Background: an optimization exercise with open tools, aiming at a short achievable clock period and few clock cycles per item. Do not read the settings as production practice. Function was checked by simulation only, so behaviour that the tests miss may differ from the original. The flow treats the clock pin as an ideal source, which a real chip does not have. Power is estimated from default activity; no workload was simulated.

== job 8099 ==
## ahb_sram
module ahb_sram #(
  parameter int MEM_DEPTH         = 256,
  parameter bit REGISTERED_OUTPUT = 1'b0
) (
  input  logic                  HCLK,
  input  logic                  HRESETn,
  input  logic                  HSEL,
  input  ahb_sram_pkg::haddr_t  HADDR,
  input  ahb_sram_pkg::hdata_t  HWDATA,
  output ahb_sram_pkg::hdata_t  HRDATA,
  input  logic                  HWRITE,
  input  ahb_sram_pkg::hsize_e  HSIZE,
  input  logic [2:0]            HBURST,
  input  logic [3:0]            HPROT,
  input  ahb_sram_pkg::htrans_e HTRANS,
  input  logic                  HMASTLOCK,
  input  logic                  HREADY,
  output logic                  HREADYOUT,
  output ahb_sram_pkg::hresp_e  HRESP
);
  logic [3:0][15:0] wr_lo_n;
  logic [3:0][15:0] wr_hi_n;
  logic [3:0][15:0] rd_lo;
  logic [3:0][15:0] rd_hi;
  logic [3:0]       rd_bypass;
  assign HRESP = ahb_sram_pkg::HRESP_OKAY;
  ahb_sram_addr_phase u_addr_phase (
    .HCLK      (HCLK),
    .HRESETn   (HRESETn),
    .HSEL      (HSEL),
    .HADDR     (HADDR),
    .HWRITE    (HWRITE),
    .HSIZE     (HSIZE),
    .HTRANS    (HTRANS),
    .HREADY    (HREADY),
    .wr_lo_n   (wr_lo_n),
    .wr_hi_n   (wr_hi_n),
    .rd_lo     (rd_lo),
    .rd_hi     (rd_hi),
    .rd_bypass (rd_bypass)
  );
  sram_1r1w u_sram (
    .HCLK      (HCLK),
    .wr_lo_n   (wr_lo_n),
    .wr_hi_n   (wr_hi_n),
    .wdata     (HWDATA),
    .rd_lo     (rd_lo),
    .rd_hi     (rd_hi),
    .rd_bypass (rd_bypass),
    .rdata     (HRDATA)
  );
  ahb_sram_resp u_resp (
    .HREADYOUT (HREADYOUT)
  );
endmodule
Size in the first run: roughly 18,000 cells after synthesis, roughly 8,500 flip-flops, about 120 I/O pins, ~0.33 mm^2 of cells after synthesis.
export LEC_CHECK = 0
export ABC_CLOCK_PERIOD_IN_PS = 2000
export CAP_MARGIN = 20
export CORE_MARGIN = 2
export CORE_UTILIZATION = 72
export CTS_CLUSTER_DIAMETER = 100
export CTS_CLUSTER_SIZE = 30
export PLACE_DENSITY = 0.78
export SETUP_SLACK_MARGIN = 3.5
export SLEW_MARGIN = 20
export SYNTH_HIERARCHICAL = 1
create_clock -name core_clock -period 6.0 [get_ports {HCLK}]
standard.sh (not shown) runs the stock make flow with config.mk's settings and CLKGATE_MAP_FILE= SYNTH_SCRIPT=/design/flow/synth_recipe.tcl, a recipe that flattens the netlist after the stock synthesis.
==> flow/flow/run.sh <==
#!/bin/bash
# Layout flow: the standard ORFS flow (standard.sh) with one hook,
# latency.tcl, which sets the expected clock insertion delay on the ideal
# clock before floorplanning. make's output goes to flow_make.log in the work
# folder; ORFS's per-step logs are under orfs/logs.
set -euo pipefail
HERE=$(cd "$(dirname "$0")" && pwd)
export PRE_FLOORPLAN_TCL=$HERE/latency.tcl
bash standard.sh > flow_make.log 2>&1
==> flow/flow/latency.tcl <==
set_clock_latency 0.95 [all_clocks]
Testbench counts of job 8099, summed over its fixed seeds: cycles 160,008, items 160,000.
Here is what was changed in the inputs of job 9851 compared with job 8099.
Settings: changing SETUP_SLACK_MARGIN from 3.5 to 4.0; changing CORE_UTILIZATION from 72 to 65; changing PLACE_DENSITY from 0.78 to 0.72.
### Flow results
Result for job 8099 and job 9851: all clean
[job 9851 vs job 8099] global-route usage over all layers: lower in job 9851
In the tables for job 8099 and job 9851, number of instances in the placed design reads lower with job 8099.
Compared to job 8099, job 9851 has final worst setup slack 0.048 ns higher.
Worst-path cell with the longest stage delay: sky130_fd_sc_hd__dfxtp_2 -> job 9851, sky130_fd_sc_hd__dfxtp_4 -> job 8099
Post-route worst hold slack on job 9851 is behind job 8099.
Inputs modified between job 9851 and job 5632:
Settings: a deleted CTS_CLUSTER_SIZE that had been 30; a change of PLACE_DENSITY from 0.72 to 0.82; a deleted CTS_CLUSTER_DIAMETER that had been 100; a change of SETUP_SLACK_MARGIN from 4.0 to 3.5; a change of CORE_UTILIZATION from 65 to 75.
==> flow/run.sh (new file) <==
#!/bin/bash
# synth_recipe.tcl (not shown) runs the flow's synth.tcl, then flattens the netlist and writes it again
# the make line also repeats each setting of config.mk as NAME=value (left out here)
make -C /OpenROAD-flow-scripts/flow DESIGN_CONFIG=/design/flow/config.mk WORK_HOME=/design/flow/orfs CLKGATE_MAP_FILE= SYNTH_SCRIPT=/design/flow/synth_recipe.tcl finish
removed: flow/flow/run.sh
removed: flow/flow/latency.tcl
removed: flow/standard.sh
[summary]
As of job 5632, total number of nets in the final design had risen slightly compared to job 9851.
Clock network power is lower on job 9851
Job 5632: design area is 2.5% higher than what job 9851 reported.
Job 5632 vs job 9851: via count up by a few percent
Sort job 9851 and job 5632 by die footprint, descending, and job 9851 comes first.
Going from job 9851 to job 5632, final cell count now smaller; ratio of final minimum period to clock period rose 1.6 points; total wirelength of the detailed-routed design moved up.
NOTE: met1 usage in job 5632 exceeds that of job 9851
Between job 9851 and job 5632, the flow reports highest achievable clock rate decreasing by a few percent.
Comparing job 9851 and job 5632, the higher global-route usage was measured on job 5632.


Setup of JK:
The RTL this note starts from:
==> flow/design.v <==
package ahb_sram_pkg;
  localparam int HADDR_W = 32;
  localparam int HDATA_W = 32;
  localparam int HBE_W   = HDATA_W / 8;
  typedef logic [HADDR_W-1:0]   haddr_t;
  typedef logic [HDATA_W-1:0]   hdata_t;
  typedef logic [HBE_W-1:0]     hbe_t;
  typedef logic [HADDR_W-3:0]   word_idx_t;
  typedef enum logic [1:0] {
    HTRANS_IDLE   = 2'b00,
    HTRANS_BUSY   = 2'b01,
    HTRANS_NONSEQ = 2'b10,
    HTRANS_SEQ    = 2'b11
  } htrans_e;
  typedef enum logic [2:0] {
    HSIZE_BYTE  = 3'b000,
    HSIZE_HWORD = 3'b001,
    HSIZE_WORD  = 3'b010
  } hsize_e;
  typedef enum logic {
    HRESP_OKAY  = 1'b0,
    HRESP_ERROR = 1'b1
  } hresp_e;
  typedef struct packed {
    logic      we;
    hbe_t      be;
    word_idx_t idx;
  } mem_wr_t;
  typedef struct packed {
    logic      re;
    word_idx_t idx;
    logic      bypass;
  } mem_rd_t;
  function automatic hbe_t lane_enables(hsize_e size, logic [1:0] offset);
    hbe_t mask;
    case (size)
      3'b000:  mask = 4'b0001;
      3'b001:  mask = 4'b0011;
      default:     mask = 4'b1111;
    endcase
    lane_enables = mask << offset;
  endfunction
endpackage
`timescale 1ns/1ps
module ahb_sram_dec4_n (
  input  logic [3:0]  a,
  output logic [15:0] y_n
);
  for (genvar j = 0; j < 16; j++) begin : g_out
    assign y_n[j] = ~(a == j);
  end
endmodule
module ahb_sram_addr_phase (
  input  logic                  HCLK,
  input  logic                  HRESETn,
  input  logic                  HSEL,
  input  ahb_sram_pkg::haddr_t  HADDR,
  input  logic                  HWRITE,
  input  ahb_sram_pkg::hsize_e  HSIZE,
  input  ahb_sram_pkg::htrans_e HTRANS,
  input  logic                  HREADY,
  output logic [3:0][15:0]      wr_lo_n,
  output logic [3:0][15:0]      wr_hi_n,
  output logic [3:0][15:0]      rd_lo_n,
  output logic [3:0][15:0]      rd_hi_n,
  output logic [3:0]            rd_bypass
);
  logic               active;
  logic               wr_accept;
  logic               wr_we;
  ahb_sram_pkg::hbe_t be;
  ahb_sram_pkg::hbe_t wr_be;
  logic [7:0]         idx;
  logic [7:0]         phase_idx;
  logic               same_word;
  assign active    = HSEL && HTRANS[1];
  assign wr_accept = HREADY && active && HWRITE;
  assign idx = HADDR[9:2];
  assign be  = ahb_sram_pkg::lane_enables(HSIZE, HADDR[1:0]);
  always_ff @(posedge HCLK or negedge HRESETn) begin
    if (!HRESETn) begin
      wr_we <= 1'b0;
    end else begin
      wr_we <= wr_accept;
    end
  end
  always_ff @(posedge HCLK) begin
    wr_be     <= be;
    phase_idx <= idx;
  end
  for (genvar b = 0; b < 4; b++) begin : g_wr_lane
    logic [15:0] lo_n;
    logic [15:0] hi_n;
    ahb_sram_dec4_n u_dec_lo (
      .a   (idx[3:0]),
      .y_n (lo_n)
    );
    ahb_sram_dec4_n u_dec_hi (
      .a   (idx[7:4]),
      .y_n (hi_n)
    );
    always_ff @(posedge HCLK or negedge HRESETn) begin
      if (!HRESETn) begin
        wr_lo_n[b] <= '1;
      end else begin
        wr_lo_n[b] <= lo_n | {16{!(wr_accept && be[b])}};
      end
    end
    always_ff @(posedge HCLK) begin
      wr_hi_n[b] <= hi_n;
    end
  end
  for (genvar b = 0; b < 4; b++) begin : g_rd_lane
    ahb_sram_dec4_n u_dec_lo (
      .a   (idx[3:0]),
      .y_n (rd_lo_n[b])
    );
    ahb_sram_dec4_n u_dec_hi (
      .a   (idx[7:4]),
      .y_n (rd_hi_n[b])
    );
  end
  assign same_word = wr_we && (phase_idx == idx);
  assign rd_bypass = same_word ? wr_be : 4'b0000;
endmodule
`timescale 1ns/1ps
module ahb_sram_aoi22 (
  input  logic a1,
  input  logic a2,
  input  logic b1,
  input  logic b2,
  output logic y
);
  assign y = ~((a1 & a2) | (b1 & b2));
endmodule
module ahb_sram_nand2 (
  input  logic a,
  input  logic b,
  output logic y
);
  assign y = ~(a & b);
endmodule
module ahb_sram_nor2 (
  input  logic a,
  input  logic b,
  output logic y
);
  assign y = ~(a | b);
endmodule
module ahb_sram_rd_bit (
  input  logic [255:0] sel,
  input  logic [255:0] d,
  output logic         y
);
  logic [7:0][255:0] lvl;
  for (genvar k = 0; k < 128; k++) begin : g_l1
    ahb_sram_aoi22 u_aoi (
      .a1 (sel[2*k]),
      .a2 (d[2*k]),
      .b1 (sel[2*k+1]),
      .b2 (d[2*k+1]),
      .y  (lvl[1][k])
    );
  end
  for (genvar l = 2; l <= 7; l++) begin : g_lvl
    for (genvar k = 0; k < (256 >> l); k++) begin : g_node
      if (l % 2 == 0) begin : g_nand
        ahb_sram_nand2 u_g (
          .a (lvl[l-1][2*k]),
          .b (lvl[l-1][2*k+1]),
          .y (lvl[l][k])
        );
      end else begin : g_nor
        ahb_sram_nor2 u_g (
          .a (lvl[l-1][2*k]),
          .b (lvl[l-1][2*k+1]),
          .y (lvl[l][k])
        );
      end
    end
  end
  ahb_sram_nand2 u_word (
    .a (lvl[7][0]),
    .b (lvl[7][1]),
    .y (y)
  );
endmodule
module ahb_sram_out_bit (
  input  logic HCLK,
  input  logic rd,
  input  logic wd,
  input  logic bypass,
  output logic y
);
  logic rd_q;
  logic wd_q;
  logic byp_q;
  logic keep_q;
  logic rd_keep_n;
  logic wd_pick_n;
  always_ff @(posedge HCLK) begin
    rd_q   <= rd;
    wd_q   <= wd;
    byp_q  <= bypass;
    keep_q <= ~bypass;
  end
  ahb_sram_nand2 u_keep (
    .a (rd_q),
    .b (keep_q),
    .y (rd_keep_n)
  );
  ahb_sram_nand2 u_pick (
    .a (wd_q),
    .b (byp_q),
    .y (wd_pick_n)
  );
  ahb_sram_nand2 u_out (
    .a (rd_keep_n),
    .b (wd_pick_n),
    .y (y)
  );
endmodule
module sram_1r1w (
  input  logic                  HCLK,
  input  logic [3:0][15:0]      wr_lo_n,
  input  logic [3:0][15:0]      wr_hi_n,
  input  ahb_sram_pkg::hdata_t  wdata,
  input  logic [3:0][15:0]      rd_lo_n,
  input  logic [3:0][15:0]      rd_hi_n,
  input  logic [3:0]            rd_bypass,
  output ahb_sram_pkg::hdata_t  rdata
);
  logic [255:0][31:0] mem;
  logic [3:0][255:0]  wr_en;
  logic [3:0][255:0]  rd_sel;
  logic [31:0]        rd_word;
  for (genvar b = 0; b < 4; b++) begin : g_lane
    for (genvar i = 0; i < 256; i++) begin : g_word
      ahb_sram_nor2 u_wr (
        .a (wr_lo_n[b][i % 16]),
        .b (wr_hi_n[b][i / 16]),
        .y (wr_en[b][i])
      );
      ahb_sram_nor2 u_rd (
        .a (rd_lo_n[b][i % 16]),
        .b (rd_hi_n[b][i / 16]),
        .y (rd_sel[b][i])
      );
      always_ff @(posedge HCLK) begin
        if (wr_en[b][i]) begin
          mem[i][8*b +: 8] <= wdata[8*b +: 8];
        end
      end
    end
  end
  for (genvar n = 0; n < 32; n++) begin : g_bit
    logic [255:0] col;
    for (genvar i = 0; i < 256; i++) begin : g_col
      assign col[i] = mem[i][n];
    end
    ahb_sram_rd_bit u_rd (
      .sel (rd_sel[n / 8]),
      .d   (col),
      .y   (rd_word[n])
    );
  end
  for (genvar n = 0; n < 32; n++) begin : g_out
    ahb_sram_out_bit u_out (
      .HCLK   (HCLK),
      .rd     (rd_word[n]),
      .wd     (wdata[n]),
      .bypass (rd_bypass[n / 8]),
      .y      (rdata[n])
    );
  end
endmodule
`timescale 1ns/1ps
module ahb_sram_resp (
  output logic HREADYOUT
);
  assign HREADYOUT = 1'b1;
endmodule
`timescale 1ns/1ps
module ahb_sram #(
  parameter int MEM_DEPTH         = 256,
  parameter bit REGISTERED_OUTPUT = 1'b0
) (
  input  logic                  HCLK,
  input  logic                  HRESETn,
  input  logic                  HSEL,
  input  ahb_sram_pkg::haddr_t  HADDR,
  input  ahb_sram_pkg::hdata_t  HWDATA,
  output ahb_sram_pkg::hdata_t  HRDATA,
  input  logic                  HWRITE,
  input  ahb_sram_pkg::hsize_e  HSIZE,
  input  logic [2:0]            HBURST,
  input  logic [3:0]            HPROT,
  input  ahb_sram_pkg::htrans_e HTRANS,
  input  logic                  HMASTLOCK,
  input  logic                  HREADY,
  output logic                  HREADYOUT,
  output ahb_sram_pkg::hresp_e  HRESP
);
  logic [3:0][15:0] wr_lo_n;
  logic [3:0][15:0] wr_hi_n;
  logic [3:0][15:0] rd_lo_n;
  logic [3:0][15:0] rd_hi_n;
  logic [3:0]       rd_bypass;
  assign HRESP = ahb_sram_pkg::HRESP_OKAY;
  ahb_sram_addr_phase u_addr_phase (
    .HCLK      (HCLK),
    .HRESETn   (HRESETn),
    .HSEL      (HSEL),
    .HADDR     (HADDR),
    .HWRITE    (HWRITE),
    .HSIZE     (HSIZE),
    .HTRANS    (HTRANS),
    .HREADY    (HREADY),
    .wr_lo_n   (wr_lo_n),
    .wr_hi_n   (wr_hi_n),
    .rd_lo_n   (rd_lo_n),
    .rd_hi_n   (rd_hi_n),
    .rd_bypass (rd_bypass)
  );
  sram_1r1w u_sram (
    .HCLK      (HCLK),
    .wr_lo_n   (wr_lo_n),
    .wr_hi_n   (wr_hi_n),
    .wdata     (HWDATA),
    .rd_lo_n   (rd_lo_n),
    .rd_hi_n   (rd_hi_n),
    .rd_bypass (rd_bypass),
    .rdata     (HRDATA)
  );
  ahb_sram_resp u_resp (
    .HREADYOUT (HREADYOUT)
  );
endmodule
make LEC_CHECK=0 ABC_CLOCK_PERIOD_IN_PS=2000 CAP_MARGIN=20 CORE_MARGIN=2 CORE_UTILIZATION=65 PLACE_DENSITY=0.72 SETUP_SLACK_MARGIN=3.5 SLEW_MARGIN=20 SYNTH_HIERARCHICAL=1 finish   # period 6.0 ns
run.sh (not shown) runs the stock make flow with config.mk's settings and CLKGATE_MAP_FILE= SYNTH_SCRIPT=/design/flow/synth_recipe.tcl, a recipe that flattens the netlist after the stock synthesis.
Stock flow here: none of the scripts above is used.
JK went all the way through the flow, and no timing, DRC or antenna check failed.
Testbench counts of JK, summed over its fixed seeds: cycles 160,008, items 160,000.
Inputs modified between JK and MS:
diff --git a/flow/config.mk b/flow/config.mk
--- a/flow/config.mk
+++ b/flow/config.mk
@@ -10,4 +10,3 @@
 export CORE_MARGIN = 2
-export CORE_UTILIZATION = 65
-export PLACE_DENSITY = 0.72
+export CORE_UTILIZATION = 45
 export SETUP_SLACK_MARGIN = 3.5
### Flow results
Between JK and MS, area enclosed by the die boundary is lower for JK, MS comes in above that.
Between JK and MS, the flow reports cell area increasing slightly.
Power: MS draws more than JK
[compare] base=JK new=MS: global-route usage went down; average routed wire per standard cell went down.
Routed wire length is higher on MS
Sort JK and MS by total via count after detailed routing desc -> top: JK
In the metrics for JK and MS, the one carrying the lower final worst-path cycle share is JK.
Run comparison: MS startpoint of the worst setup timing path u_sram.g_out[5].u_out.keep_q$_DFF_P_; JK startpoint of the worst setup timing path u_sram.g_out[12].u_out.rd_q$_DFF_P_
Sum of met2 wire segment lengths after detailed routing in MS is 6.1% higher than in JK

[re-timing with driven ports]
The results above use ideal ports. As a check the final layouts listed here were re-extracted and re-timed, cells and wires unchanged. Step 1 (the two cells are an assumption about what drives the block):
set clk [get_ports {HCLK}]
set_driving_cell -lib_cell sky130_fd_sc_hd__clkbuf_16 $clk
set_driving_cell -lib_cell sky130_fd_sc_hd__buf_2 [delete_from_list [all_inputs] $clk]
Step 2 moves the port delays by t, midway between the first and last clock arrival at a register: inputs arrive t later, outputs are due t later. That takes back most of the time a late clock gives input paths. a / b / c = ideal / step 1 / step 2; a / b = the first two.
run	shift t [ns]	setup slack, ns	worst data-port slew with drivers (ns)	pins driven straight from the clock port
job 8099	1.161	3.056 / 2.916 / 1.803	0.50	1
job 9851	1.139	3.104 / 2.919 / 1.780	0.52	1
job 5632	1.256	3.007 / 2.885 / 1.629	0.51	1
JK	1.268	3.017 / 2.884 / 1.622	0.73	1
MS	1.262	2.995 / 2.866 / 1.710	0.67	1
After both steps setup and hold are still met in every run listed. For JK, which loses most, drivers alone change the setup slack by -0.133 ns; drivers and shift together by -1.395 ns.
